Source: an optimization exercise on an open RTL-to-GDS flow (aim: small area). Production flows keep margins and buffers that such runs may drop.
Only simulation tests tie the RTL to the original design; equivalence was not proved.
Power and IR drop assume default switching activity.

### flow/config.mk
export PLATFORM = sky130hd
export DESIGN_NAME = bfp_quant_top
export DESIGN_NICKNAME = bfp_quant_top
export VERILOG_FILES = /design/flow/design.v
export SDC_FILE = /design/flow/constraint.sdc
export NUM_CORES = 4
export LEC_CHECK = 0
export CAP_MARGIN = 20
export CORE_MARGIN = 2
export CORE_UTILIZATION = 70
export SLEW_MARGIN = 20
export SYNTH_HIERARCHICAL = 1
export SYNTH_MINIMUM_KEEP_SIZE = 0
### flow/constraint.sdc
create_clock -name core_clock -period 14.0 [get_ports {clk_i}]
set_input_delay 2.8000 -clock core_clock [delete_from_list [all_inputs] [get_ports {clk_i}]]
set_output_delay 2.8000 -clock core_clock [all_outputs]
set_load 0.01 [all_outputs]
### flow/design.v
package bfp_pkg;
  localparam int NUM_LANES      = 32;                  
  localparam int CODES_PER_WORD = 4;                   
  localparam int NUM_CODE_WORDS = NUM_LANES / CODES_PER_WORD;
  localparam logic [7:0] EXP_BIAS_SHIFT = 8'd15;
  localparam logic [31:0] INV_MASK = 32'h2A80_0000;
endpackage
`timescale 1ns/1ps
module sel_or8 (
  input  logic [7:0] d_i,
  input  logic [7:0] s_i,
  output logic       y_o
);
  assign y_o = |(d_i & s_i);
endmodule
module sel_or4 (
  input  logic [3:0] d_i,
  input  logic [3:0] s_i,
  output logic       y_o
);
  assign y_o = |(d_i & s_i);
endmodule
module sel_nor4 (
  input  logic       en_i,
  input  logic [3:0] d_i,
  input  logic [3:0] s_i,
  output logic       y_o
);
  assign y_o = en_i & ~|(d_i & s_i);
endmodule
module aoi222 (
  input  logic [2:0] a_i,
  input  logic [2:0] b_i,
  output logic       y_o
);
  assign y_o = ~|(a_i & b_i);
endmodule
module aoi22 (
  input  logic [1:0] a_i,
  input  logic [1:0] b_i,
  output logic       y_o
);
  assign y_o = ~|(a_i & b_i);
endmodule
module or_n11 (
  input  logic [10:0] n_i,
  output logic        y_o
);
  assign y_o = ~&n_i;
endmodule
module sel_or32 (
  input  logic [31:0] d_i,
  input  logic [31:0] s_i,
  output logic        y_o
);
  logic [10:0] p;   
  for (genvar k = 0; k < 10; k++) begin : g_p
    aoi222 i_aoi (.a_i(d_i[3*k +: 3]), .b_i(s_i[3*k +: 3]), .y_o(p[k]));
  end
  aoi22 i_aoi (.a_i(d_i[31:30]), .b_i(s_i[31:30]), .y_o(p[10]));
  or_n11 i_or (.n_i(p), .y_o(y_o));
endmodule
module dec3 (
  input  logic       en_i,
  input  logic [2:0] a_i,
  output logic [7:0] y_o
);
  always_comb begin
    for (int k = 0; k < 8; k++) y_o[k] = en_i & (a_i == 3'(k));
  end
endmodule
module dec3n (
  input  logic       en_i,
  input  logic       all_i,
  input  logic [2:0] a_i,
  output logic [7:0] y_o
);
  always_comb begin
    for (int k = 0; k < 8; k++) y_o[k] = ~(all_i | (en_i & (a_i == 3'(k))));
  end
endmodule
module dec2n (
  input  logic       en_i,
  input  logic       all_i,
  input  logic [1:0] a_i,
  output logic [3:0] y_o
);
  always_comb begin
    for (int k = 0; k < 4; k++) y_o[k] = ~(all_i | (en_i & (a_i == 2'(k))));
  end
endmodule
`timescale 1ns/1ps
module max_step_top (
  input  logic [31:0] e_i,       
  output logic        m_o,
  output logic [31:0] ncand_o
);
  assign m_o     = |e_i;
  assign ncand_o = ~e_i & {32{m_o}};
endmodule
module max_step_n (
  input  logic [31:0] ncand_i,
  input  logic [31:0] en_i,      
  output logic        m_o,
  output logic [31:0] cand_o
);
  assign m_o    = |(~ncand_i & ~en_i);
  assign cand_o = ~(ncand_i | (en_i & {32{m_o}}));
endmodule
module max_step_p (
  input  logic [31:0] cand_i,
  input  logic [31:0] e_i,       
  output logic        m_o,
  output logic [31:0] ncand_o
);
  assign m_o     = |(cand_i & e_i);
  assign ncand_o = ~(cand_i & (e_i | {32{~m_o}}));
endmodule
module max_step_last (
  input  logic [31:0] ncand_i,
  input  logic [31:0] en_i,      
  output logic        m_o
);
  assign m_o = |(~ncand_i & ~en_i);
endmodule
module shared_exp_calc (
  input  logic [bfp_pkg::NUM_LANES*8-1:0] exps_i,   
  output logic [7:0]                      shared_exp_o
);
  logic [7:0]  max_exp;
  logic [31:0] bits [8];
  logic [31:0] c6, c5, c4, c3, c2, c1, c0;
  always_comb begin
    for (int k = 0; k < 8; k++) begin
      for (int i = 0; i < 32; i++) bits[k][i] = exps_i[8*i + k];
    end
  end
  max_step_top  i_s7 (.e_i(bits[7]),                    .m_o(max_exp[7]), .ncand_o(c6));
  max_step_n    i_s6 (.ncand_i(c6), .en_i(bits[6]),     .m_o(max_exp[6]), .cand_o(c5));
  max_step_p    i_s5 (.cand_i(c5),  .e_i(bits[5]),      .m_o(max_exp[5]), .ncand_o(c4));
  max_step_n    i_s4 (.ncand_i(c4), .en_i(bits[4]),     .m_o(max_exp[4]), .cand_o(c3));
  max_step_p    i_s3 (.cand_i(c3),  .e_i(bits[3]),      .m_o(max_exp[3]), .ncand_o(c2));
  max_step_n    i_s2 (.ncand_i(c2), .en_i(bits[2]),     .m_o(max_exp[2]), .cand_o(c1));
  max_step_p    i_s1 (.cand_i(c1),  .e_i(bits[1]),      .m_o(max_exp[1]), .ncand_o(c0));
  max_step_last i_s0 (.ncand_i(c0), .en_i(bits[0]),     .m_o(max_exp[0]));
  assign shared_exp_o = (max_exp[7:4] != 4'd0) ? (max_exp - bfp_pkg::EXP_BIAS_SHIFT) : 8'd0;
endmodule
`timescale 1ns/1ps
module lane_quantizer (
  input  logic [12:0] lane_i,         
  input  logic [7:0]  shared_exp_i,
  input  logic [7:0]  floor_i,        
  output logic        keep_o,
  output logic [7:0]  code_o
);
  logic       sign;
  logic [7:0] exp;
  logic [3:0] frac;
  logic       below;
  logic [2:0] man;
  logic [3:0] d;
  assign {sign, exp, frac} = lane_i ^ bfp_pkg::INV_MASK[31:19];
  always_comb begin
    below = 1'b0;
    for (int k = 0; k < 8; k++) begin
      below = (~exp[k] & floor_i[k]) | (~exp[k] & below) | (floor_i[k] & below);
    end
  end
  assign keep_o = ~below;
  assign man = (frac[3:1] == 3'd7) ? 3'd7 : (frac[3:1] + {2'b00, frac[0]});
  always_comb begin
    logic b;
    b = 1'b0;
    for (int k = 0; k < 4; k++) begin
      d[k] = exp[k] ^ shared_exp_i[k] ^ b;
      b    = (~exp[k] & shared_exp_i[k]) | (~exp[k] & b) | (shared_exp_i[k] & b);
    end
  end
  assign code_o = {sign, d, man};
endmodule
`timescale 1ns/1ps
module bfp_quant_top (
  input  logic        clk_i,
  input  logic        rst_n_i,
  input  logic        wb_cyc_i,
  input  logic        wb_stb_i,
  input  logic        wb_we_i,
  input  logic [5:0]  wb_adr_i,
  input  logic [31:0] wb_dat_i,
  output logic        wb_ack_o,
  output logic [31:0] wb_dat_o
);
  logic           ack_q;
  logic           accept;
  logic           wr;
  logic [31:0]    wdat;
  logic [31:0]    lanes_q [32];
  logic [255:0]   exps;
  logic [7:0]     shared_exp;
  logic [7:0]     shexp_q;
  logic [7:0]     floor_exp;  
  logic [7:0]     hi8_n;      
  logic [7:0]     hi8_en_n;   
  logic [3:0]     lo4_rd;     
  logic [3:0]     lo4_rd_n;   
  logic [3:0]     lo4_wr_n;   
  logic [3:0]     keep;       
  logic [31:0]    code_raw;   
  logic [31:0]    lane_rd;    
  logic [31:0]    lane_en;    
  logic [2:0]     grp;
  logic [7:0]     grp_sel;    
  logic [51:0]    grp_f;      
  logic           code_hit;
  logic           shexp_hit;
  logic [31:0]    code_word;
  logic [31:0]    lane_word;
  logic [31:0]    rd_word;
  logic [31:0]    rd_dat_q;
  assign accept = wb_cyc_i & wb_stb_i & ~ack_q;
  assign wr     = accept & wb_we_i & ~wb_adr_i[5];
  always_ff @(posedge clk_i) begin
    ack_q <= rst_n_i & accept;
  end
  dec3n i_dec_hi  (.en_i(1'b1),         .all_i(1'b0),     .a_i(wb_adr_i[4:2]), .y_o(hi8_n));
  dec3n i_dec_hie (.en_i(1'b1),         .all_i(~rst_n_i), .a_i(wb_adr_i[4:2]), .y_o(hi8_en_n));
  dec2n i_dec_rd  (.en_i(~wb_adr_i[5]), .all_i(1'b0),     .a_i(wb_adr_i[1:0]), .y_o(lo4_rd_n));
  dec2n i_dec_wr  (.en_i(wr),           .all_i(~rst_n_i), .a_i(wb_adr_i[1:0]), .y_o(lo4_wr_n));
  assign lo4_rd = ~lo4_rd_n;
  assign wdat = (wb_dat_i & {32{rst_n_i}}) ^ bfp_pkg::INV_MASK;
  for (genvar i = 0; i < 32; i++) begin : g_lane
    assign lane_en[i] = ~(hi8_en_n[i/4] | lo4_wr_n[i%4]);
    assign lane_rd[i] = ~(hi8_n[i/4] | lo4_rd_n[i%4]);
    always_ff @(posedge clk_i) begin
      if (lane_en[i]) lanes_q[i] <= wdat;   
    end
    assign exps[8*i +: 8] = lanes_q[i][30:23];
  end
  shared_exp_calc i_shared_exp_calc (
    .exps_i       (exps),
    .shared_exp_o (shared_exp)
  );
  always_ff @(posedge clk_i) begin
    shexp_q <= shared_exp;
  end
  assign floor_exp = {shexp_q[7:1], shexp_q[0] | (shexp_q[7:1] == 7'd0)};
  assign code_hit  = wb_adr_i[5] & (wb_adr_i[4:3] == 2'b00) & (wb_adr_i[2:0] != 3'd0)
                   | wb_adr_i[5] & (wb_adr_i[4:0] == 5'd8);
  assign shexp_hit = wb_adr_i == 6'd32;
  assign grp       = wb_adr_i[5] ? (wb_adr_i[2:0] - 3'd1) : wb_adr_i[4:2];
  dec3 i_dec_grp (.en_i(1'b1), .a_i(grp), .y_o(grp_sel));
  for (genvar j = 0; j < 4; j++) begin : g_gl
    for (genvar b = 0; b < 13; b++) begin : g_gb
      logic [7:0] d;
      for (genvar g = 0; g < 8; g++) begin : g_d
        assign d[g] = lanes_q[4*g + j][19 + b];
      end
      sel_or8 i_sel (.d_i(d), .s_i(grp_sel), .y_o(grp_f[13*j + b]));
    end
  end
  for (genvar b = 0; b < 32; b++) begin : g_lw
    if (b >= 19 && bfp_pkg::INV_MASK[b]) begin : g_hin
      sel_nor4 i_sel (
        .en_i (~wb_adr_i[5]),
        .d_i  ({grp_f[39 + b - 19], grp_f[26 + b - 19], grp_f[13 + b - 19], grp_f[b - 19]}),
        .s_i  (lo4_rd),
        .y_o  (lane_word[b])
      );
    end else if (b >= 19) begin : g_hi
      sel_or4 i_sel (
        .d_i ({grp_f[39 + b - 19], grp_f[26 + b - 19], grp_f[13 + b - 19], grp_f[b - 19]}),
        .s_i (lo4_rd),
        .y_o (lane_word[b])
      );
    end else begin : g_lo
      logic [31:0] d;
      for (genvar i = 0; i < 32; i++) begin : g_d
        assign d[i] = lanes_q[i][b];
      end
      sel_or32 i_sel (.d_i(d), .s_i(lane_rd), .y_o(lane_word[b]));
    end
  end
  for (genvar j = 0; j < 4; j++) begin : g_q
    lane_quantizer i_lane_quantizer (
      .lane_i       ({grp_f[13*j + 12], grp_f[13*j + 4 +: 8], grp_f[13*j +: 4]}),
      .shared_exp_i (shexp_q),
      .floor_i      (floor_exp),
      .keep_o       (keep[j]),
      .code_o       (code_raw[8*j +: 8])
    );
    assign code_word[8*j +: 8] = {code_raw[8*j + 7] & code_hit,
                                  code_raw[8*j +: 7] & {7{code_hit & keep[j]}}};
  end
  assign rd_word = lane_word | code_word | {24'd0, shexp_q & {8{shexp_hit}}};
  always_ff @(posedge clk_i) begin
    rd_dat_q <= rd_word;
  end
  assign wb_ack_o = ack_q;
  assign wb_dat_o = rd_dat_q;
endmodule
### flow/flow/run.sh
#!/bin/bash
# The standard layout, with a leaner clock tree (larger sink clusters driven by
# clkbuf_16, no dummy loads) and power recovery after global routing, which
# downsizes gates off the critical paths.
set -euo pipefail
export CTS_ARGS="-sink_clustering_enable -repair_clock_nets -dont_use_dummy_load -sink_buffer_max_cap_derate 1.0 -sink_clustering_max_diameter 200 -sink_clustering_size 20 -buf_list sky130_fd_sc_hd__clkbuf_16"
export RECOVER_POWER=100
bash standard.sh > standard.log 2>&1
### flow/standard.sh
#!/bin/bash
# synth_recipe.tcl (not shown) runs the flow's synth.tcl, then flattens the netlist and writes it again
# the make line also repeats each setting of config.mk as NAME=value (left out here)
make -C /OpenROAD-flow-scripts/flow DESIGN_CONFIG=/design/flow/config.mk WORK_HOME=/design/flow/orfs CLKGATE_MAP_FILE= SYNTH_SCRIPT=/design/flow/synth_recipe.tcl "${@:-finish}"
==> Implementation_results.wiki, run 1 <==
{| class="wikitable"
! Metric !! Value
|-
| Result of the run || complete, but fails checks
|-
| SO Viols || max-capacitance violations, max-slew violations
|-
| Overall track demand over capacity in global routing || 47.14%
|-
| Worst vdd rail ir drop || 0.1733 mV
|-
| Worst hold path depth || 1
|-
| Count of H-tree levels built during CTS || 2
|-
| Capture instance of the worst register-to-register path || shexp_q[6]$_DFF_P_
|-
| Count of max-cap constraint violations || 79
|-
| Period minus WS final || 13.39 ns
|-
| Worst Tran Pin Value || 3.774 ns
|-
| Max stage delay on crit path || 0.96 ns
|-
| TritonCTS clock tree || done
|-
| Area growth, synth to finish || 8.137%
|-
| Count of flip-flops with a built-in enable after synthesis || 1,024
|-
| Average footprint of a synthesized cell || 16.84 um^2
|-
| Setup repair after global routing missed its margin || no
|-
| Layout cells sized above 1 || 7.952%
|-
| Number of instances in the placed design || 3,378
|-
| Worst Path Required || 14.52 ns
|-
| Fmax || 0.07466 GHz
|-
| Number of vias per cell after detailed routing || 8.527
|-
| HPWL after DPL || 84.03 mm
|-
| Die outline area || 61,540 um^2
|-
| Power density relative to cell area || 145.2 nW/um^2
|-
| Clock transition at the register clock pins on the worst setup and hold paths after CTS || 0.09 ns
|-
| Netlist area before placement || 41,700 um^2
|-
| Skew-Pair Late Insertion Delay || 0.69 ns
|-
| Commonest cells after routing, fill and taps aside || 1,024 x edfxtp_1, 273 x a22oi_1, 194 x a222oi_1
|-
| Flop and latch count out of synthesis || 1,065
|-
| Number of sinks driven by the clock tree || 1,065
|-
| Number of buffers created by CTS || 59
|-
| Worst Hold End || ack_q$_DFF_P_
|-
| DR WL/cell || 41.83 um
|-
| Antenna violations before repair || 7
|-
| Nature of the critical path endpoint || flop
|-
| Type of element launching the critical path || flop
|-
| Final setup vio count || 0
|-
| Maximum number of pins on one net before global-route repair || 53
|-
| Post-route ant nets || 0
|-
| Setup bufs post-CTS || 0
|-
| Synth Instances || 2,476
|-
| Sum of routed wire length over all layers || 144.0 mm
|-
| Initial cell density of the core || 70.79%
|-
| Number of vias in the routed layout || 29,351
|-
| Setup tns final || 0 ns
|-
| Iter 0 DRT Violations || 7,173
|-
| Category of the most critical setup path || flop to flop
|-
| # DRC || 0
|-
| Share of synthesized registers carrying an async set or reset || 0%
|-
| Overflow left after global routing || 0
|-
| Number of port buffers || 75
|-
| Longest Clk Path Bufs || 3
|-
| Final max-slew violation count || 1,967
|-
| Buffer type at the clock tree root || clkbuf_16
|-
| Worst rel slew slack || -151.6%
|-
| Hold path startpoint || ack_q$_DFF_P_
|-
| Cell at the slowest stage of the critical path || nand4_2
|-
| Critical-path maximum fanout || 38
|-
| Count of standard-cell rows || 89
|-
| Count of synthesis-stage warnings from yosys || 15
|-
| Number of buffers inserted for hold repair after clock tree synthesis || 0
|-
| Worst Clk Skew || 0.09455 ns
|-
| Global-route wire length before repair || 201.9 mm
|-
| Io pins || 76
|-
| Final layout net count || 2,734
|-
| Reg2Reg Setup Slack || 0.61 ns
|-
| Arrival time of data at the critical path endpoint || 13.92 ns
|-
| Total core area || 58,910 um^2
|-
| Most frequent standard cell in the layout excluding fill and tap cells || edfxtp_1
|-
| Chip width || 248.1 um
|-
| Number of global-route vias before repair || 27,954
|-
| First-pass DRT Iterations || 13
|-
| Number of cells in the finished layout apart from fillers || 3,442
|-
| Resized Gates After CTS || 0
|-
| Die Span Y || 248.1 um
|-
| Post-route fraction of the period consumed by the critical path || 95.68%
|-
| R2R cell count || 39
|-
| Share of the yosys chip area belonging to registers || 75.71%
|-
| Class of the worst hold path || flop to flop
|-
| Gpl congestion || 1.024
|-
| Synth cell types || 58
|-
| Leakage power figure || 0.01369 uW
|-
| Startpoint of the worst register-to-register path || lanes_q[11][30]$_DFFE_PN_
|-
| Ys flop type || edfxtp_1
|-
| Final Hold Vio Count || 0
|}
==> registers in the layout, summed over array words and instances (netlist names) <==
register	flops
shexp_q	8
ack_q	1
lanes_q	1024
rd_dat_q	32
==> per-module statistics from Yosys (local to each module, per instance), a selection <==
module           flops+latches  copies in the design  cells
sel_or4                      0                     9      3
dec2n                        0                     2      6
bfp_quant_top             1065                     1   1257
aoi222                       0                   190      1
sel_or8                      0                    52      5
max_step_last                0                     1     21
max_step_top                 0                     1     51
max_step_n                   0                     3     56
dec3                         0                     1      8
max_step_p                   0                     3     57
sel_nor4                     0                     4      3
shared_exp_calc              0                     1     22
aoi22                        0                    19      1
dec3n                        0                     2     13
lane_quantizer               0                     4     39
or_n11                       0                    19      4
==> synthesized netlist by cell type, drive strengths merged, types with 5 or more instances <==
library cell	instances	area [um^2]
edfxtp	1024	30750
a22oi	301	2400
a222oi	194	1942
a21oi	149	772.0
o21ai	117	698.2
nand4	107	706.9
nor2	81	304.0
o22ai	60	375.4
inv	52	195.2
dfxtp	41	820.8
nand3	37	185.2
buf	36	357.8
nand2	36	135.1
and2	28	175.2
nor4	25	216.5
a31oi	24	150.1
a41o	22	225.2
or3	19	118.9
ha	15	187.7
clkbuf	14	52.55
nor3	12	75.07
fa	8	160.2
nand2b	8	50.05
o221ai	8	120.1
xnor2	8	77.58
xor2	6	52.55
nor2b	5	43.79
==> how the worst max path moves through the flow <==
stage	endpoint	slack (ns)	start
after floorplan	rd_dat_q[14]$_DFF_P_	6.66	wb_adr_i[0]
after global placement	shexp_q[6]$_DFF_P_	0.52	lanes_q[11][30]$_DFFE_PN_
after detailed placement	shexp_q[6]$_DFF_P_	0.83	lanes_q[19][30]$_DFFE_PN_
after CTS	shexp_q[6]$_DFF_P_	0.68	lanes_q[11][30]$_DFFE_PN_
after global routing	shexp_q[6]$_DFF_P_	0.51	lanes_q[11][30]$_DFFE_PN_
final	shexp_q[6]$_DFF_P_	0.61	lanes_q[11][30]$_DFFE_PN_
==> metrics by stage <==
stage / power [uW] / util [%] / hold slack [ns] / cell area, um^2 / setup WS (ns)
CTS: 6477 / 77.18 / 0.5923 / 45460 / 0.6755
global route: 6654 / 76.54 / 0.6503 / 45090 / 0.5114
detailed placement: 4828 / 74.67 / 0.5784 / 43990 / 0.8281
global placement: 4787 / 74.67 / 0.5761 / 43990 / 0.5205
finish: 6547 / 76.55 / 0.6276 / 45090 / 0.6051
floorplan: 4437 / - / 0.4811 / 41780 / 6.665
==> critical path, delay by kind of cell, from the launching register on <==
kind                       cells  cell delay (ns)
AOI/OAI and AO/OA             16             5.17
adders and majority gates      1             0.36
buffers and inverters          5             1.47
DFF                            1             0.41
and+or+nand+nor               17             5.83
==> area by class of cell <==
type / count / area [um^2]
sequential: 1065 / 31570
fill: 3153 / 13810
multi-input combinational: 1330 / 9598
clock buffer: 59 / 1476
timing repair buffer: 160 / 1280
tap: 773 / 967.2
inverter: 52 / 195.2
antenna: 3 / 7.507
==> where the power goes <==
| part | internal (uW) | switching, uW | leakage (uW) |
|---|---|---|---|
| combinational | 248 | 611 | 0.00345 |
| sequential | 3790 | 180 | 0.00951 |
| clock | 745 | 970 | 0.000727 |
==> cell families (layout without fill, tap and decap cells) <==
| kind of cell | after synthesis | count (layout) | synth area share (%) |
|---|---|---|---|
| other | 2 | 26 | 0.01801 |
| buffers and inverters | 102 | 271 | 1.452 |
| AOI/OAI and AO/OA | 892 | 892 | 16.40 |
| adders and majority gates | 23 | 23 | 0.8341 |
| xor gates and xnor gates | 14 | 14 | 0.3121 |
| DFF | 1065 | 1065 | 75.71 |
| and+or+nand+nor | 378 | 378 | 5.281 |
==> per-layer routing <==
layer | vias to the layer above | routed length, um | GRT usage [%]
met5 | - | 10 | 0
met2 | 3607 | 63380 | 70.45
met3 | 774 | 24480 | 13.62
met1 | 13874 | 43740 | 61.15
li1 | 11094 | - | -
met4 | 2 | 12370 | 30.87
==> inputs of run 2 (changes only) <==
--- a/flow/design.v
+++ b/flow/design.v
@@ -90,13 +90,50 @@
   end
 endmodule
 `timescale 1ns/1ps
+module any_pp (
+  input  logic [31:0] c_i,
+  input  logic [31:0] e_i,
+  output logic        m_o
+);
+  assign m_o = |(c_i & e_i);
+endmodule
+module any_nn (
+  input  logic [31:0] c_i,
+  input  logic [31:0] e_i,
+  output logic        m_o
+);
+  assign m_o = |(~c_i & ~e_i);
+endmodule
+module any32 (
+  input  logic [31:0] e_i,
+  output logic        m_o
+);
+  assign m_o = |e_i;
+endmodule
+module gate_o21ai (
+  input  logic a1_i,
+  input  logic a2_i,
+  input  logic b1_i,
+  output logic y_o
+);
+  assign y_o = ~((a1_i | a2_i) & b1_i);
+endmodule
+module gate_nor2 (
+  input  logic a_i,
+  input  logic b_i,
+  output logic y_o
+);
+  assign y_o = ~(a_i | b_i);
+endmodule
 module max_step_top (
   input  logic [31:0] e_i,       
   output logic        m_o,
   output logic [31:0] ncand_o
 );
-  assign m_o     = |e_i;
-  assign ncand_o = ~e_i & {32{m_o}};
+  any32 i_any (.e_i(e_i), .m_o(m_o));
+  for (genvar i = 0; i < 32; i++) begin : g_c
+    gate_nor2 i_g (.a_i(e_i[i]), .b_i(~m_o), .y_o(ncand_o[i]));
+  end
 endmodule
 module max_step_n (
   input  logic [31:0] ncand_i,
@@ -113,15 +150,17 @@
   output logic        m_o,
   output logic [31:0] ncand_o
 );
-  assign m_o     = |(cand_i & e_i);
-  assign ncand_o = ~(cand_i & (e_i | {32{~m_o}}));
+  any_pp i_any (.c_i(cand_i), .e_i(e_i), .m_o(m_o));
+  for (genvar i = 0; i < 32; i++) begin : g_c
+    gate_o21ai i_g (.a1_i(e_i[i]), .a2_i(~m_o), .b1_i(cand_i[i]), .y_o(ncand_o[i]));
+  end
 endmodule
 module max_step_last (
   input  logic [31:0] ncand_i,
   input  logic [31:0] en_i,      
   output logic        m_o
 );
-  assign m_o = |(~ncand_i & ~en_i);
+  any_nn i_any (.c_i(ncand_i), .e_i(en_i), .m_o(m_o));
 endmodule
 module shared_exp_calc (
   input  logic [bfp_pkg::NUM_LANES*8-1:0] exps_i,   
==> flow/flow/run.sh (replaced) <==
#!/bin/bash
# The standard layout, with a leaner clock tree (larger sink clusters driven by
# clkbuf_16, no dummy loads) and the smallest buffer on each port.
set -euo pipefail
export CTS_ARGS="-sink_clustering_enable -repair_clock_nets -dont_use_dummy_load -sink_buffer_max_cap_derate 1.0 -sink_clustering_max_diameter 200 -sink_clustering_size 25 -buf_list sky130_fd_sc_hd__clkbuf_16"
export BUFFER_PORTS_ARGS="-buffer_cell sky130_fd_sc_hd__buf_1"
bash standard.sh > standard.log 2>&1
==> run 2 against run 1 <==
  * Clock-buffer cell count shrank 11
  * Now clean on timing, DRC and antenna
  * Highest routed layer unchanged
  * First-iteration DRC count shrank 15%
  * Maximum frequency shrank 0.22%
  * Non-clock buffer count shrank 1
==> Implementation_results.wiki, run 2 <==
{| class="wikitable"
! Metric !! Value
|-
| Result of the run || finished clean
|-
| Average footprint of a synthesized cell || 16.78 um^2
|-
| Number of global-route vias before repair || 26,921
|-
| Leakage power figure || 0.01360 uW
|-
| Skew-Pair Late Insertion Delay || 0.66 ns
|-
| Setup repair after global routing missed its margin || no
|-
| Commonest cells after routing, fill and taps aside || 1,024 x edfxtp_1, 279 x a22oi_1, 194 x a222oi_1
|-
| Die outline area || 60,930 um^2
|-
| Class of the worst hold path || flop to flop
|-
| Ys flop type || edfxtp_1
|-
| Worst vdd rail ir drop || 0.1608 mV
|-
| Cell with the most instances after synthesis || edfxtp_1
|-
| Cell at the slowest stage of the critical path || inv_1
|-
| TritonCTS clock tree || done
|-
| Count of H-tree levels built during CTS || 2
|-
| Filler Cells Inserted || 3,313
|-
| Synth Instances || 2,460
|-
| Worst Clk Skew || 0.04641 ns
|-
| Sum of routed wire length over all layers || 132.8 mm
|-
| Initial cell density of the core || 70.34%
|-
| Gpl congestion || 1.106
|-
| Count of max-cap constraint violations || 0
|-
| Share of the yosys chip area belonging to registers || 76.48%
|-
| Worst Tran Pin Value || 1.170 ns
|-
| Global-route wire length before repair || 187.2 mm
|-
| Clock share of power || 24.1%
|-
| Count of flip-flops with a built-in enable after synthesis || 1,024
|-
| Arrival time of data at the critical path endpoint || 13.91 ns
|-
| Most frequent standard cell in the layout excluding fill and tap cells || edfxtp_1
|-
| First-pass DRT Iterations || 11
|-
| DR WL/cell || 38.72 um
|-
| Share of synthesized registers carrying an async set or reset || 0%
|-
| Number of vias in the routed layout || 28,070
|-
| Nature of the critical path endpoint || flop
|-
| Number of vias per cell after detailed routing || 8.186
|-
| Io pins || 76
|-
| Final instance area || 44,520 um^2
|-
| Clock transition at the register clock pins on the worst setup and hold paths after CTS || 0.10 ns
|-
| Final Hold Vio Count || 0
|-
| Critical-path maximum fanout || 32
|-
| Overall track demand over capacity in global routing || 43.94%
|-
| Post-route ant nets || 0
|-
| Relative contribution of sequential cells to total power || 62.6%
|-
| Number of sinks driven by the clock tree || 1,065
|-
| Sw power || 1658 uW
|-
| # DRC || 0
|-
| Commonest cells post-synth || 1,024 x edfxtp_1, 279 x a22oi_1, 194 x a222oi_1
|-
| Final setup vio count || 0
|-
| Worst rel slew slack || 21.99%
|-
| Combinational share of power || 13.3%
|-
| CP most frequent cell || nand4_1
|-
| Count of standard-cell rows || 89
|-
| Number of buffers inserted for hold repair after clock tree synthesis || 0
|-
| Flop and latch count out of synthesis || 1,065
|-
| Count of synthesis-stage warnings from yosys || 15
|-
| Minimum hold slack || 0.4512 ns
|-
| Chip width || 246.8 um
|-
| Max stage delay on crit path || 0.82 ns
|-
| Number of port buffers || 75
|-
| Netlist area before placement || 41,280 um^2
|-
| Most flop-heavy register || lanes_q
|-
| Cell area after placement || 43,290 um^2
|-
| Switching share of power || 26.34%
|-
| Antenna violations before repair || 2
|-
| Area growth, synth to finish || 7.854%
|-
| Die Span Y || 246.8 um
|-
| Maximum number of pins on one net before global-route repair || 53
|-
| Period minus WS final || 13.42 ns
|-
| Total core area || 58,690 um^2
|-
| Family of cells with the greatest summed delay on the critical path || simple AND/OR/NAND/NOR gates
|-
| Largest area contributor in the netlist || edfxtp_1
|-
| Power density relative to cell area || 141.3 nW/um^2
|-
| Area share of the leading cell type in the synthesized netlist || 74.49%
|-
| Number of buffers and inverters on the critical path || 7
|-
| Int Power || 4634 uW
|-
| Setup tns final || 0 ns
|-
| Type of element launching the critical path || flop
|-
| Overflow left after global routing || 0
|-
| Number of buffers created by CTS || 48
|-
| Buffer type at the clock tree root || clkbuf_16
|-
| Resized Gates After CTS || 0
|-
| Layout cells sized above 1 || 9.303%
|-
| Iter 0 DRT Violations || 6,115
|-
| Fmax || 0.07449 GHz
|-
| Final layout net count || 2,723
|-
| HPWL after DPL || 79.88 mm
|-
| Worst Path Required || 14.49 ns
|-
| Synth cell types || 59
|-
| Final max-slew violation count || 0
|-
| Longest Clk Path Bufs || 3
|-
| Category of the most critical setup path || flop to flop
|-
| Synth area leaders || edfxtp_1 74%, a22oi_1 5.1%, a222oi_1 4.7%
|-
| Largest registers || lanes_q x1024, rd_dat_q x32, shexp_q x8
|-
| Largest register FFs || 1,024
|-
| Setup bufs post-CTS || 0
|-
| Post-route fraction of the period consumed by the critical path || 95.89%
|-
| Total power || 6292 uW
|}
## run 2: logic make-up (layout without fill, tap and decap cells)
| group | Yosys count | count (layout) | synth area share [%] |
|---|---|---|---|
| other | 2 | 24 | 0.01819 |
| AOI/OAI and AO/OA | 860 | 860 | 15.82 |
| xor gates and xnor gates | 14 | 14 | 0.3153 |
| adders and majority gates | 23 | 23 | 0.8426 |
| DFF | 1065 | 1065 | 76.48 |
| buffers and inverters | 86 | 260 | 1.031 |
| and+or+nand+nor | 410 | 410 | 5.489 |
## run 2: worst paths after layout
path | cells past startpoint | slack (ns) | endpoint | start
min reg2reg | 1 | 0.45 | ack_q$_DFF_P_ | ack_q$_DFF_P_
max | 43 | 0.58 | shexp_q[6]$_DFF_P_ | lanes_q[26][30]$_DFFE_PN_
max reg2reg | 43 | 0.58 | shexp_q[6]$_DFF_P_ | lanes_q[26][30]$_DFFE_PN_
min | 1 | 0.45 | ack_q$_DFF_P_ | ack_q$_DFF_P_
## run 2: per-stage QoR
step	setup WS, ns	util [%]	cells
detailed placement	1.280	73.76	3379
global route	0.07111	75.86	3428
CTS	1.243	75.81	3427
floorplan	4.634	-	2481
global placement	1.306	73.76	3379
finish	0.5751	75.86	3429
## run 2: per-module statistics from Yosys, one instance, submodules excluded, excerpt
module | flip-flops and latches | area [um^2]
sel_or8 | 0 | 36.28
dec3n | 0 | 78.83
bfp_quant_top | 1065 | 32650
sel_nor4 | 0 | 20.02
aoi22 | 0 | 12.51
gate_nor2 | 0 | 3.754
dec2n | 0 | 32.53
gate_o21ai | 0 | 5.005
max_step_n | 0 | 339.1
any_nn | 0 | 186.4
max_step_p | 0 | 3.754
any_pp | 0 | 157.7
dec3 | 0 | 96.34
shared_exp_calc | 0 | 157.7
## run 2: final cells by class
type	instances	area [um^2]	share of cell area [%]
repair buffers	159	917.1	2.060
multi-input cells	1330	9663	21.70
diodes	1	2.502	0.005621
well taps	773	967.2	2.172
inverters	53	198.9	0.4469
flip-flops and latches	1065	31570	70.91
clock buffers	48	1201	2.698
## run 2: power by group through the flow
stage | clock [uW] | combinational, uW | sequential [uW]
2_1_floorplan | 0 | 468 | 3950
3_3_place_gp | 0 | 771 | 3980
3_5_place_dp | 0 | 793 | 4000
4_1_cts | 1500 | 799 | 3930
5_1_grt | 1600 | 870 | 3960
6_report | 1520 | 836 | 3940
## run 2: metal layers
layer	vias to the layer above	global-route usage [%]	share of wire (%)	routed length (um)
met5	-	0	0.020	27
met1	13572	56.27	31	41530
met2	2862	68.56	46	61260
li1	11009	-	-	-
met3	623	10.61	15	19590
met4	4	27.53	7.8	10350
## run 2: worst reg2reg max path: cells and delay by family, from the launching register on
| family | cells | cell delay (ns) |
|---|---|---|
| simple gates | 19 | 4.91 |
| compound gates | 16 | 3.77 |
| flops | 1 | 0.46 |
| buf+inv | 7 | 3.87 |
| fa+ha+maj | 1 | 0.29 |
==> inputs of run 3 (changes only) <==
--- a/flow/config.mk
+++ b/flow/config.mk
@@ -8,6 +8,7 @@
 export CAP_MARGIN = 20
 export CORE_MARGIN = 2
 export CORE_UTILIZATION = 70
+export SETUP_SLACK_MARGIN = 1.5
 export SLEW_MARGIN = 20
 export SYNTH_HIERARCHICAL = 1
 export SYNTH_MINIMUM_KEEP_SIZE = 0
==> run 3 against run 2 <==
  * Clock skew is essentially flat
  * Power is 0.15% higher
  * Synthesized area unchanged
  * Hold slack better by 0.0010 ns
  * Largest power group unchanged
==> Implementation_results.wiki, run 3 <==
{| class="wikitable"
! Metric !! Value
|-
| Result of the run || finished clean
|-
| Switching share of power || 26.43%
|-
| Cell with the most instances after synthesis || edfxtp_1
|-
| Clock transition at the register clock pins on the worst setup and hold paths after CTS || 0.10 ns
|-
| Largest area contributor in the netlist || edfxtp_1
|-
| Cell area after placement || 43,290 um^2
|-
| Worst Path Required || 14.48 ns
|-
| Io pins || 76
|-
| Final layout net count || 2,734
|-
| Number of vias in the routed layout || 28,066
|-
| Number of sinks driven by the clock tree || 1,065
|-
| Flop and latch count out of synthesis || 1,065
|-
| Share of synthesized registers carrying an async set or reset || 0%
|-
| Period minus WS final || 12.27 ns
|-
| Type of element launching the critical path || flop
|-
| Number of vias per cell after detailed routing || 8.154
|-
| Sum of routed wire length over all layers || 133.1 mm
|-
| Setup repair after global routing missed its margin || no
|-
| Critical-path maximum fanout || 31
|-
| Arrival time of data at the critical path endpoint || 12.75 ns
|-
| Final Hold Vio Count || 0
|-
| Overall track demand over capacity in global routing || 43.95%
|-
| Count of flip-flops with a built-in enable after synthesis || 1,024
|-
| Max stage delay on crit path || 0.53 ns
|-
| Number of global-route vias before repair || 26,918
|-
| Synth Instances || 2,460
|-
| Worst rel slew slack || 22.19%
|-
| Most flop-heavy register || lanes_q
|-
| Relative contribution of sequential cells to total power || 62.5%
|-
| Setup tns final || 0 ns
|-
| Skew-Pair Late Insertion Delay || 0.66 ns
|-
| Category of the most critical setup path || flop to flop
|-
| Leakage power figure || 0.01360 uW
|-
| Layout cells sized above 1 || 9.902%
|-
| Area growth, synth to finish || 8.120%
|-
| Count of synthesis-stage warnings from yosys || 15
|-
| Largest register FFs || 1,024
|-
| Die Span Y || 246.8 um
|-
| Synth area leaders || edfxtp_1 74%, a22oi_1 5.1%, a222oi_1 4.7%
|-
| Post-route ant nets || 0
|-
| Buffer type at the clock tree root || clkbuf_16
|-
| HPWL after DPL || 79.88 mm
|-
| Longest Clk Path Bufs || 3
|-
| Number of port buffers || 75
|-
| Final setup vio count || 0
|-
| Iter 0 DRT Violations || 5,970
|-
| Combinational share of power || 13.4%
|-
| Sw power || 1666 uW
|-
| CP most frequent cell || buf_4
|-
| Post-route fraction of the period consumed by the critical path || 87.66%
|-
| Count of standard-cell rows || 89
|-
| Most frequent standard cell in the layout excluding fill and tap cells || edfxtp_1
|-
| Largest registers || lanes_q x1024, rd_dat_q x32, shexp_q x8
|-
| Netlist area before placement || 41,280 um^2
|-
| Final instance area || 44,630 um^2
|-
| Total core area || 58,690 um^2
|-
| Synth Area in XOR/XNOR || 0.3152%
|-
| Area share of the leading cell type in the synthesized netlist || 74.49%
|-
| Int Power || 4636 uW
|-
| # DRC || 0
|-
| Synth cell types || 59
|-
| Compound-gate portion of the synthesized area || 15.82%
|-
| Chip width || 246.8 um
|-
| First-pass DRT Iterations || 13
|-
| Worst Tran Pin Value || 1.167 ns
|-
| TritonCTS clock tree || done
|-
| Fmax || 0.08148 GHz
|-
| Ys flop type || edfxtp_1
|-
| Synthesized-area fraction occupied by and/or/nand/nor cells || 5.489%
|-
| Number of buffers created by CTS || 48
|-
| Count of max-cap constraint violations || 0
|-
| Proportion of synthesized area in mux cells || 0%
|-
| Number of buffers inserted for hold repair after clock tree synthesis || 0
|-
| Worst vdd rail ir drop || 0.1581 mV
|-
| Worst Clk Skew || 0.04600 ns
|-
| Maximum number of pins on one net before global-route repair || 53
|-
| Share of the yosys chip area belonging to registers || 76.48%
|-
| Die outline area || 60,930 um^2
|-
| Commonest cells post-synth || 1,024 x edfxtp_1, 279 x a22oi_1, 194 x a222oi_1
|-
| Nature of the critical path endpoint || flop
|-
| Gpl congestion || 1.106
|-
| Antenna violations before repair || 3
|-
| Cell at the slowest stage of the critical path || a311oi_1
|-
| Average footprint of a synthesized cell || 16.78 um^2
|-
| Class of the worst hold path || flop to flop
|-
| Count of H-tree levels built during CTS || 2
|-
| Global-route wire length before repair || 187.2 mm
|-
| Largest family of logic cells by synthesized area || compound AO/OA/AOI/OAI gates
|-
| Clock share of power || 24.1%
|-
| Commonest cells after routing, fill and taps aside || 1,024 x edfxtp_1, 279 x a22oi_1, 194 x a222oi_1
|-
| Power density relative to cell area || 141.2 nW/um^2
|-
| Initial cell density of the core || 70.34%
|-
| Final max-slew violation count || 0
|-
| Synth Area in Adders || 0.8427%
|-
| DR WL/cell || 38.67 um
|-
| Overflow left after global routing || 0
|}
-- run 3: cell counts after synthesis --
No cell type changed its count.
-- run 3: logic make-up after synthesis --
kind of cell / Yosys count
compound gates: 860
fa+ha+maj: 23
other cells: 2
buf+inv: 86
flops: 1065
simple gates: 410
xor+xnor: 14
-- run 3: power groups by stage --
| stage | Sequential, uW | Combinational (uW) | Clock, uW |
|---|---|---|---|
| floorplan | 3950 | 468 | 0 |
| global placement | 3980 | 771 | 0 |
| detailed placement | 4000 | 793 | 0 |
| CTS | 3930 | 799 | 1500 |
| global route | 3960 | 874 | 1600 |
| finish | 3940 | 843 | 1520 |
-- run 3: layout make-up --
type | instances | area [um^2]
Antenna cell | 3 | 7.507
Clock buffer | 48 | 1201
Fill cell | 3305 | 14050
Inverter | 53 | 214.0
Multi-Input combinational cell | 1330 | 9671
Sequential cell | 1065 | 31570
Tap cell | 773 | 967.2
Timing Repair Buffer | 166 | 969.7
Timing Repair inverter | 4 | 30.03
-- run 3: timing repair --
item	4_1_cts	5_1_grt
endpoints found under the setup margin	6	8
gates cloned	0	4
setup buffers	0	7
gates resized for setup	1	9
-- run 3: worst paths after layout --
kind	startpoint	endpoint	slack, ns	depth (start not counted)
max	lanes_q[21][30]$_DFFE_PN_	shexp_q[6]$_DFF_P_	1.73	45
min	ack_q$_DFF_P_	ack_q$_DFF_P_	0.45	1
max reg2reg	lanes_q[21][30]$_DFFE_PN_	shexp_q[6]$_DFF_P_	1.73	45
min reg2reg	ack_q$_DFF_P_	ack_q$_DFF_P_	0.45	1
-- run 3: per-layer routing --
metal	vias to the layer above	share of wire, %	GRT usage [%]
li1	11058	-	-
met1	13481	31	56.17
met2	2917	46	68.65
met4	2	7.4	27.50
met5	-	0.0098	0
met3	608	15	10.68
-- run 3: stage by stage --
stage | hold WS (ns) | instances | util [%] | total power (uW) | worst slack, ns
final | 0.4522 | 3442 | 76.05 | 6301 | 1.727
after global routing | 0.4698 | 3439 | 76.04 | 6431 | 1.662
after CTS | 0.4522 | 3427 | 75.82 | 6236 | 1.625
after detailed placement | 0.4382 | 3379 | 73.76 | 4793 | 1.280
after global placement | 0.4292 | 3379 | 73.76 | 4755 | 1.306
after floorplan | 0.4811 | 2481 | - | 4413 | 4.634
-- run 3: critical path, delay by kind of cell (launching register included) --
| kind | cells | cell delay, ns |
|---|---|---|
| AND/OR/NAND/NOR | 18 | 4.86 |
| AO/OA/AOI/OAI | 16 | 4.01 |
| buffers and inverters | 10 | 2.40 |
| flip-flops | 1 | 0.46 |
| adder cells (fa/ha/maj) | 1 | 0.38 |
-- run 3: modules after synthesis, one instance, submodules excluded, a selection --
module / flip-flops and latches / cells / copies in the design / cell area, um^2
max_step_top: 0 / 1 / 1 / 3.754
bfp_quant_top: 1065 / 1257 / 1 / 32650
any_pp: 0 / 21 / 3 / 157.7
gate_nor2: 0 / 1 / 32 / 3.754
sel_nor4: 0 / 3 / 4 / 20.02
any32: 0 / 11 / 1 / 75.07
dec2n: 0 / 6 / 2 / 32.53
==> inputs of run 4 (changes only) <==
==> flow/flow/run.sh (replaced) <==
#!/bin/bash
# The standard layout, with a leaner clock tree (larger sink clusters driven by
# clkbuf_16, no dummy loads) and the smallest buffer on each port.
set -euo pipefail
export CTS_ARGS="-sink_clustering_enable -repair_clock_nets -dont_use_dummy_load -sink_buffer_max_cap_derate 1.0 -sink_clustering_max_diameter 200 -sink_clustering_size 22 -buf_list sky130_fd_sc_hd__clkbuf_16"
export BUFFER_PORTS_ARGS="-buffer_cell sky130_fd_sc_hd__buf_1"
bash standard.sh > standard.log 2>&1
--- a/flow/config.mk
+++ b/flow/config.mk
@@ -7,8 +7,8 @@
 export LEC_CHECK = 0
 export CAP_MARGIN = 20
 export CORE_MARGIN = 2
-export CORE_UTILIZATION = 70
-export SETUP_SLACK_MARGIN = 1.5
+export CORE_UTILIZATION = 60
+export SETUP_SLACK_MARGIN = 1.0
 export SLEW_MARGIN = 20
 export SYNTH_HIERARCHICAL = 1
 export SYNTH_MINIMUM_KEEP_SIZE = 0
==> run 4 against run 3 <==
  * Critical path type unchanged
  * Critical endpoint unchanged
  * Clock skew grew 0.012 ns
  * Non-clock buffer count grew 7
  * Power grew 1.7%
  * Still clean
  * Highest routed layer unchanged
  * Clock-buffer cell count grew 6
  * Register-to-register slack lost 0.34 ns
==> Implementation_results.wiki, run 4 <==
{| class="wikitable"
! Metric !! Value
|-
| HPWL after DPL || 86.27 mm
|-
| Most frequent standard cell in the layout excluding fill and tap cells || edfxtp_1
|-
| Global-route wire length before repair || 189.5 mm
|-
| Nature of the critical path endpoint || flop
|-
| Number of vias per cell after detailed routing || 7.718
|-
| Number of global-route vias before repair || 26,168
|-
| Compound-gate portion of the synthesized area || 15.82%
|-
| Period minus WS final || 12.61 ns
|-
| Sum of routed wire length over all layers || 137.0 mm
|-
| Number of sinks driven by the clock tree || 1,065
|-
| R2R cell count || 45
|-
| Setup repair after global routing missed its margin || no
|-
| Largest area contributor in the netlist || edfxtp_1
|-
| Synth area leaders || edfxtp_1 74%, a22oi_1 5.1%, a222oi_1 4.7%
|-
| Synth Area in Adders || 0.8427%
|-
| Proportion of synthesized area in mux cells || 0%
|-
| Clock share of power || 25.3%
|-
| Switching share of power || 26.52%
|-
| Count of H-tree levels built during CTS || 2
|-
| Final layout net count || 2,744
|-
| Largest family of logic cells by synthesized area || compound AO/OA/AOI/OAI gates
|-
| Buffer type at the clock tree root || clkbuf_16
|-
| Cell at the slowest stage of the critical path || nor2_1
|-
| Worst Clk Skew || 0.05833 ns
|-
| Setup tns final || 0 ns
|-
| Sw power || 1699 uW
|-
| Final max-slew violation count || 0
|-
| Worst rel slew slack || 25.79%
|-
| Cell with the most instances after synthesis || edfxtp_1
|-
| Die Span Y || 266.3 um
|-
| Combinational share of power || 13.4%
|-
| Critical Path Stages || 45
|-
| First-pass DRT Iterations || 13
|-
| Count of synthesis-stage warnings from yosys || 15
|-
| Chip width || 266.3 um
|-
| Post-route ant nets || 0
|-
| Area growth, synth to finish || 8.845%
|-
| Final Hold Vio Count || 0
|-
| Final setup vio count || 0
|-
| Iter 0 DRT Violations || 5,612
|-
| Fmax || 0.07929 GHz
|-
| Io pins || 76
|-
| Worst Path Required || 14.56 ns
|-
| Worst Tran Pin Value || 1.113 ns
|-
| DR WL/cell || 38.50 um
|-
| Die outline area || 70,910 um^2
|-
| Worst hold path depth || 1
|-
| Initial cell density of the core || 60.40%
|-
| Share of synthesized registers carrying an async set or reset || 0%
|-
| Commonest cells post-synth || 1,024 x edfxtp_1, 279 x a22oi_1, 194 x a222oi_1
|-
| Area share of the leading cell type in the synthesized netlist || 74.49%
|-
| Share of the yosys chip area belonging to registers || 76.48%
|-
| Synth Instances || 2,460
|-
| Power density relative to cell area || 142.6 nW/um^2
|-
| Most flop-heavy register || lanes_q
|-
| Layout cells sized above 1 || 10.35%
|-
| Synthesized-area fraction occupied by and/or/nand/nor cells || 5.489%
|-
| Number of buffers inserted for hold repair after clock tree synthesis || 0
|-
| Type of element launching the critical path || flop
|-
| Gpl congestion || 1.068
|-
| Critical-path maximum fanout || 32
|-
| Leakage power figure || 0.01375 uW
|-
| Number of cells in the finished layout apart from fillers || 3,559
|-
| Total core area || 68,350 um^2
|-
| Synth Area in XOR/XNOR || 0.3152%
|-
| Netlist area before placement || 41,280 um^2
|-
| Number of buffers created by CTS || 54
|-
| Result of the run || finished clean
|-
| Count of flip-flops with a built-in enable after synthesis || 1,024
|-
| Worst vdd rail ir drop || 0.1443 mV
|-
| Class of the worst hold path || flop to flop
|-
| # DRC || 0
|-
| Maximum number of pins on one net before global-route repair || 45
|-
| Largest registers || lanes_q x1024, rd_dat_q x32, shexp_q x8
|-
| Overflow left after global routing || 0
|-
| Longest Clk Path Bufs || 3
|-
| Post-route fraction of the period consumed by the critical path || 90.08%
|-
| Number of instances in the placed design || 3,503
|-
| Number of port buffers || 75
|-
| Synth cell types || 59
|-
| Commonest cells after routing, fill and taps aside || 1,024 x edfxtp_1, 279 x a22oi_1, 194 x a222oi_1
|-
| Family of cells with the greatest summed delay on the critical path || simple AND/OR/NAND/NOR gates
|-
| Flop and latch count out of synthesis || 1,065
|-
| Filler Cells Inserted || 4,740
|-
| Overall track demand over capacity in global routing || 38.25%
|-
| Arrival time of data at the critical path endpoint || 13.17 ns
|-
| Largest register FFs || 1,024
|-
| Category of the most critical setup path || flop to flop
|-
| Count of standard-cell rows || 96
|-
| Average footprint of a synthesized cell || 16.78 um^2
|-
| TritonCTS clock tree || done
|-
| Max stage delay on crit path || 0.52 ns
|-
| Skew-Pair Late Insertion Delay || 0.66 ns
|-
| Number of vias in the routed layout || 27,469
|-
| Antenna violations before repair || 9
|-
| Relative contribution of sequential cells to total power || 61.3%
|-
| Ys flop type || edfxtp_1
|-
| Clock transition at the register clock pins on the worst setup and hold paths after CTS || 0.11 ns
|-
| Count of max-cap constraint violations || 0
|-
| Int Power || 4710 uW
|-
| Number of buffers and inverters on the critical path || 9
|}
run 4: stage by stage:
step / utilization (%) / setup slack, ns / power [uW] / hold WS, ns / cell area (um^2)
final: 65.74 / 1.389 / 6409 / 0.4721 / 44930
after global routing: 65.73 / 1.073 / 6573 / 0.4864 / 44930
after CTS: 65.67 / 1.380 / 6386 / 0.4689 / 44880
after detailed placement: 63.69 / 1.416 / 4824 / 0.4560 / 43530
after global placement: 63.69 / 1.352 / 4800 / 0.4302 / 43530
after floorplan: - / 4.634 / 4413 / 0.4811 / 41360
run 4: Yosys stat by module, one instance, submodules excluded, a selection:
module / cells inside / cell area (um^2) / flip-flops and latches
aoi22: 1 / 12.51 / 0
max_step_top: 1 / 3.754 / 0
dec3n: 13 / 78.83 / 0
or_n11: 4 / 23.77 / 0
aoi222: 1 / 10.01 / 0
dec2n: 6 / 32.53 / 0
gate_nor2: 1 / 3.754 / 0
gate_o21ai: 1 / 5.005 / 0
run 4: worst paths after layout:
| kind | end | slack, ns | start |
|---|---|---|---|
| setup reg to reg | shexp_q[6]$_DFF_P_ | 1.39 | lanes_q[17][30]$_DFFE_PN_ |
| hold / removal | ack_q$_DFF_P_ | 0.47 | ack_q$_DFF_P_ |
| setup / recovery | shexp_q[6]$_DFF_P_ | 1.39 | lanes_q[17][30]$_DFFE_PN_ |
| hold reg to reg | ack_q$_DFF_P_ | 0.47 | ack_q$_DFF_P_ |
run 4: cells by family after synthesis:
logic type | after synthesis
AOI/OAI and AO/OA | 860
other | 2
adders and majority gates | 23
xor gates and xnor gates | 14
DFF | 1065
and+or+nand+nor | 410
buffers and inverters | 86
run 4: power by group through the flow:
| stage | Clock (uW) | Combinational (uW) | Sequential, uW |
|---|---|---|---|
| after floorplan | 0 | 468 | 3950 |
| after global placement | 0 | 815 | 3980 |
| after detailed placement | 0 | 827 | 4000 |
| after CTS | 1630 | 830 | 3930 |
| after global routing | 1730 | 892 | 3950 |
| final | 1620 | 858 | 3930 |
run 4: metal layers:
layer / up-vias / share of wire (%) / GRT usage, %
met1: 13726 / 35 / 51.63
met2: 2274 / 47 / 59.83
met4: 8 / 5.5 / 19.06
met5: - / 0.042 / 0
li1: 11074 / - / -
met3: 387 / 12 / 7.884
run 4: final cells by class:
type | count | area [um^2] | share of cell area (%)
clock buffers | 54 | 1351 | 3.008
well taps | 882 | 1104 | 2.456
flip-flops and latches | 1065 | 31570 | 70.27
inverters | 53 | 202.7 | 0.4511
repair buffers | 173 | 1018 | 2.267
diodes | 1 | 2.502 | 0.005570
repair inverters | 1 | 7.507 | 0.01671
multi-input cells | 1330 | 9673 | 21.53
run 4: what timing repair did:
action	CTS	global route
resized for setup	0	2
setup buffers	0	0
endpoints found under the setup margin	0	7
==> inputs of run 5 (changes only) <==
==> flow/flow/run.sh (replaced) <==
#!/bin/bash
# The standard synthesis, its combinational logic re-mapped for area (the
# flip-flops are kept as they are), then the standard layout with a leaner
# clock tree (larger sink clusters driven by clkbuf_16, no dummy loads) and the
# smallest buffer on each port.
set -euo pipefail
export CTS_ARGS="-sink_clustering_enable -repair_clock_nets -dont_use_dummy_load -sink_buffer_max_cap_derate 1.0 -sink_clustering_max_diameter 200 -sink_clustering_size 25 -buf_list sky130_fd_sc_hd__clkbuf_16"
export BUFFER_PORTS_ARGS="-buffer_cell sky130_fd_sc_hd__buf_1"
R=orfs/results/${FLOW_PLATFORM}/bfp_quant_top/base
LIB=${FLOW_HOME}/platforms/${FLOW_PLATFORM}/lib/sky130_fd_sc_hd__tt_025C_1v80.lib
YOSYS=${FLOW_HOME}/../tools/install/yosys/bin/yosys
bash standard.sh synth > synth.log 2>&1
cp ${R}/1_2_yosys.v standard_synth.v
sed -e "s#@LIB@#${LIB}#g" -e "s#@IN@#standard_synth.v#" -e "s#@OUT@#remapped.v#" \
    -e "s#@ABC@#$(pwd)/flow/remap.abc#" -e "s#@CONSTR@#$(pwd)/flow/remap.constr#" flow/remap.ys.in > remap.ys
${YOSYS} -s remap.ys > remap.log 2>&1
cp remapped.v ${R}/1_2_yosys.v
rm -f ${R}/1_synth.odb ${R}/1_synth.sdc
bash standard.sh > standard.log 2>&1
==> flow/flow/remap.abc (new file) <==
strash
&get -n
&dch -f
&nf -R 1000 -p
&put
topo
stime -c
buffer -c
upsize -c
dnsize -c
==> flow/flow/remap.constr (new file) <==
set_driving_cell sky130_fd_sc_hd__buf_1
set_load 5
==> flow/flow/remap.ys.in (new file) <==
# Re-map the combinational logic of the standard synthesis for area. The
# flip-flops are kept as they are, with their names and cell types.
read_liberty -ignore_miss_func @LIB@
read_verilog @IN@
hierarchy -top bfp_quant_top
select -module sky130_fd_sc_hd__edfxtp_1
setattr -mod -set keep_hierarchy 1
select -clear
select -module sky130_fd_sc_hd__dfxtp_1
setattr -mod -set keep_hierarchy 1
select -clear
flatten
opt_clean -purge
abc -liberty @LIB@ -dont_use sky130_fd_sc_hd__probe_p_8 -dont_use sky130_fd_sc_hd__probec_p_8 -dont_use sky130_fd_sc_hd__lpflow_bleeder_1 -dont_use sky130_fd_sc_hd__lpflow_clkbufkapwr_1 -dont_use sky130_fd_sc_hd__lpflow_clkbufkapwr_16 -dont_use sky130_fd_sc_hd__lpflow_clkbufkapwr_2 -dont_use sky130_fd_sc_hd__lpflow_clkbufkapwr_4 -dont_use sky130_fd_sc_hd__lpflow_clkbufkapwr_8 -dont_use sky130_fd_sc_hd__lpflow_clkinvkapwr_1 -dont_use sky130_fd_sc_hd__lpflow_clkinvkapwr_16 -dont_use sky130_fd_sc_hd__lpflow_clkinvkapwr_2 -dont_use sky130_fd_sc_hd__lpflow_clkinvkapwr_4 -dont_use sky130_fd_sc_hd__lpflow_clkinvkapwr_8 -dont_use sky130_fd_sc_hd__lpflow_decapkapwr_12 -dont_use sky130_fd_sc_hd__lpflow_decapkapwr_3 -dont_use sky130_fd_sc_hd__lpflow_decapkapwr_4 -dont_use sky130_fd_sc_hd__lpflow_decapkapwr_6 -dont_use sky130_fd_sc_hd__lpflow_decapkapwr_8 -dont_use sky130_fd_sc_hd__lpflow_inputiso0n_1 -dont_use sky130_fd_sc_hd__lpflow_inputiso0p_1 -dont_use sky130_fd_sc_hd__lpflow_inputiso1n_1 -dont_use sky130_fd_sc_hd__lpflow_inputiso1p_1 -dont_use sky130_fd_sc_hd__lpflow_inputisolatch_1 -dont_use sky130_fd_sc_hd__lpflow_isobufsrc_1 -dont_use sky130_fd_sc_hd__lpflow_isobufsrc_16 -dont_use sky130_fd_sc_hd__lpflow_isobufsrc_2 -dont_use sky130_fd_sc_hd__lpflow_isobufsrc_4 -dont_use sky130_fd_sc_hd__lpflow_isobufsrc_8 -dont_use sky130_fd_sc_hd__lpflow_isobufsrckapwr_16 -dont_use sky130_fd_sc_hd__lpflow_lsbuf_lh_hl_isowell_tap_1 -dont_use sky130_fd_sc_hd__lpflow_lsbuf_lh_hl_isowell_tap_2 -dont_use sky130_fd_sc_hd__lpflow_lsbuf_lh_hl_isowell_tap_4 -dont_use sky130_fd_sc_hd__lpflow_lsbuf_lh_isowell_4 -dont_use sky130_fd_sc_hd__lpflow_lsbuf_lh_isowell_tap_1 -dont_use sky130_fd_sc_hd__lpflow_lsbuf_lh_isowell_tap_2 -dont_use sky130_fd_sc_hd__lpflow_lsbuf_lh_isowell_tap_4  -script @ABC@ -constr @CONSTR@
opt_clean -purge
hilomap -singleton -hicell sky130_fd_sc_hd__conb_1 HI -locell sky130_fd_sc_hd__conb_1 LO
setundef -zero
splitnets
opt_clean -purge
select bfp_quant_top
stat -liberty @LIB@
write_verilog -noattr -nohex -nodec -selected @OUT@
--- a/flow/config.mk
+++ b/flow/config.mk
@@ -8,7 +8,7 @@
 export CAP_MARGIN = 20
 export CORE_MARGIN = 2
 export CORE_UTILIZATION = 60
-export SETUP_SLACK_MARGIN = 1.0
+export SETUP_SLACK_MARGIN = 1.5
 export SLEW_MARGIN = 20
 export SYNTH_HIERARCHICAL = 1
 export SYNTH_MINIMUM_KEEP_SIZE = 0
==> run 5 against run 4 <==
  * Largest cell class unchanged
  * Via count grew 1.3%
  * Core utilization shrank 0.73 points
  * Synthesized area shrank 0.23%
  * First-iteration DRC count grew 3.6%
  * Synthesized cell count grew 6.8%
  * Global-route usage grew 1.2 points
  * Sequential power is essentially flat
  * Final cell count grew 1.3%
  * Clock-buffer cell count shrank 6
  * Combinational power grew 0.6%
  * Sequential share of layout area grew 0.91 points
==> Implementation_results.wiki, run 5 <==
{| class="wikitable"
! Metric !! Value
|-
| Period minus WS final || 11.58 ns
|-
| Buffer type at the clock tree root || clkbuf_16
|-
| Die Span Y || 266.0 um
|-
| Layout cells sized above 1 || 8.716%
|-
| Combinational share of power || 13.6%
|-
| Class of the worst hold path || flop to flop
|-
| Filler Cells Inserted || 4,779
|-
| Clock share of power || 24.2%
|-
| Number of vias in the routed layout || 27,824
|-
| Number of sinks driven by the clock tree || 1,065
|-
| Initial cell density of the core || 60.37%
|-
| Result of the run || finished clean
|-
| Clock transition at the register clock pins on the worst setup and hold paths after CTS || 0.10 ns
|-
| Number of buffers created by CTS || 48
|-
| Worst rel slew slack || 22.29%
|-
| Max stage delay on crit path || 0.51 ns
|-
| Number of vias per cell after detailed routing || 7.714
|-
| CP most frequent cell || buf_4
|-
| Count of H-tree levels built during CTS || 2
|-
| Largest register FFs || 1,024
|-
| Count of max-cap constraint violations || 0
|-
| Switching share of power || 26.86%
|-
| Sw power || 1707 uW
|-
| Iter 0 DRT Violations || 5,813
|-
| Nature of the critical path endpoint || flop
|-
| Sum of routed wire length over all layers || 140.0 mm
|-
| Antenna violations before repair || 7
|-
| Area of the multi-input gates || 9440 um^2
|-
| Post-Place Setup Slack || 1.776 ns
|-
| Family of cells with the greatest summed delay on the critical path || simple AND/OR/NAND/NOR gates
|-
| Worst Clk Skew || 0.07039 ns
|-
| Hold path startpoint || lanes_q[10][14]$_DFFE_PN_
|-
| Io pins || 76
|-
| Setup tns final || 0 ns
|-
| Gpl congestion || 0.9996
|-
| Count of synthesis-stage warnings from yosys || 15
|-
| Seq. cell area || 31,570 um^2
|-
| Fmax || 0.08637 GHz
|-
| Type of element launching the critical path || flop
|-
| Die outline area || 70,750 um^2
|-
| Leakage power figure || 0.01331 uW
|-
| Count of standard-cell rows || 96
|-
| Post-route ant nets || 0
|-
| Area growth, synth to finish || 7.692%
|-
| Number of port buffers || 75
|-
| Startpoint of the worst register-to-register path || lanes_q[4][30]$_DFFE_PN_
|-
| Int Power || 4648 uW
|-
| Final max-slew violation count || 0
|-
| # DRC || 0
|-
| Arrival time of data at the critical path endpoint || 12.08 ns
|-
| Average footprint of a synthesized cell || 15.68 um^2
|-
| Final Hold Vio Count || 0
|-
| Worst Path Required || 14.51 ns
|-
| Cell at the slowest stage of the critical path || nor3_4
|-
| Number of global-route vias before repair || 26,215
|-
| Post-route fraction of the period consumed by the critical path || 82.70%
|-
| Maximum number of pins on one net before global-route repair || 45
|-
| Overall track demand over capacity in global routing || 39.44%
|-
| Worst vdd rail ir drop || 0.1397 mV
|-
| Most flop-heavy register || lanes_q
|-
| Total core area || 68,230 um^2
|-
| Commonest cells after routing, fill and taps aside || 1,024 x edfxtp_1, 178 x a222oi_1, 170 x a22oi_1
|-
| Beginning of the critical path || lanes_q[4][30]$_DFFE_PN_
|-
| Chip width || 266.0 um
|-
| Synth Instances || 2,627
|-
| Longest Clk Path Bufs || 3
|-
| First-pass DRT Iterations || 10
|-
| Setup bufs post-CTS || 0
|-
| Worst Tran Pin Value || 1.157 ns
|-
| Fin worst setup slack || 2.422 ns
|-
| Setup repair after global routing missed its margin || no
|-
| Final layout net count || 2,764
|-
| Global-route wire length before repair || 195.1 mm
|-
| Relative contribution of sequential cells to total power || 62.3%
|-
| Largest registers || lanes_q x1024, rd_dat_q x32, shexp_q x8
|-
| TritonCTS clock tree || done
|-
| Number of buffers and inverters on the critical path || 6
|-
| Category of the most critical setup path || flop to flop
|-
| DR WL/cell || 38.81 um
|-
| Critical-path maximum fanout || 34
|-
| Most frequent standard cell in the layout excluding fill and tap cells || edfxtp_1
|-
| Skew-Pair Late Insertion Delay || 0.67 ns
|-
| Power density relative to cell area || 143.3 nW/um^2
|-
| HPWL after DPL || 90.18 mm
|-
| Final setup vio count || 0
|-
| Netlist area before placement || 41,180 um^2
|-
| Overflow left after global routing || 0
|}
## run 5: metal layers
layer	vias up	global-route usage, %	routed length [um]
met5	-	0.1386	21
li1	11122	-	-
met4	4	21.33	8915
met2	2394	63.22	66310
met3	461	6.654	16340
met1	13843	52.21	48380
## run 5: through the flow
step / area [um^2] / total power [uW] / util (%) / hold WS [ns] / instances
final: 44350 / 6355 / 65.01 / 0.5806 / 3607
after global routing: 44340 / 6486 / 64.99 / 0.6090 / 3603
after CTS: 44290 / 6299 / 64.91 / 0.6125 / 3599
after detailed placement: 43090 / 4847 / 63.15 / 0.5838 / 3551
after global placement: 43090 / 4830 / 63.15 / 0.5664 / 3551
after floorplan: 41180 / 4429 / - / 0.4264 / 2627
## run 5: power groups by stage
stage / Clock [uW] / Sequential (uW) / Combinational [uW]
6_report: 1540 / 3960 / 863
5_1_grt: 1620 / 3970 / 893
4_1_cts: 1520 / 3950 / 831
3_5_place_dp: 0 / 4020 / 828
3_3_place_gp: 0 / 4010 / 819
2_1_floorplan: 0 / 3950 / 477
## run 5: cell type report
cell class,count,area share (%)
inverters,3,0.02539
well taps,882,2.488
diodes,6,0.03385
repair buffers,172,2.279
flip-flops and latches,1065,71.18
clock buffers,48,2.708
multi-input cells,1431,21.28
## run 5: worst reg2reg max path, delay by kind of cell, from the launching register on
family                 cells  cell delay, ns
flip-flops                 1            0.44
buffers and inverters      6            1.65
AO/OA/AOI/OAI             17            3.30
AND/OR/NAND/NOR           29            6.03
## run 5: worst paths after layout
path / slack, ns / end / cells past startpoint
setup reg to reg: 2.42 / shexp_q[6]$_DFF_P_ / 52
hold reg to reg: 0.58 / rd_dat_q[14]$_DFF_P_ / 1
setup / recovery: 2.42 / shexp_q[6]$_DFF_P_ / 52
hold / removal: 0.58 / rd_dat_q[14]$_DFF_P_ / 1
## run 5: timing repair
item / in CTS / in global routing
hold buffers: 0 / 0
resized for setup: 0 / 3
endpoints found under the setup margin: 0 / 8

## what the ideal ports hide
The results above use ideal ports. As a check the final layouts listed here were re-extracted and re-timed, cells and wires unchanged. Step 1 sets driving cells, clkbuf_16 on the clock port and buf_2 on the other inputs (assumed; they add their load-dependent delay and slew). Step 2 moves the port delays by t, midway between the first and last clock arrival at a register: inputs arrive t later, outputs are due t later. That takes back most of the time a late clock gives input paths. Three values: ideal, step 1, step 2; two values: the first two.
run	t, ns	setup slack, ns	worst setup path after step 2	worst data-port slew with drivers (ns)
run 1	0.706	0.605 / 0.605 / 0.605	register to register	0.14
run 2	0.698	0.575 / 0.575 / 0.575	register to register	0.04
run 3	0.695	1.727 / 1.727 / 1.727	register to register	0.04
run 4	0.703	1.389 / 1.389 / 1.389	register to register	0.08
run 5	0.701	2.422 / 2.422 / 2.422	register to register	0.14
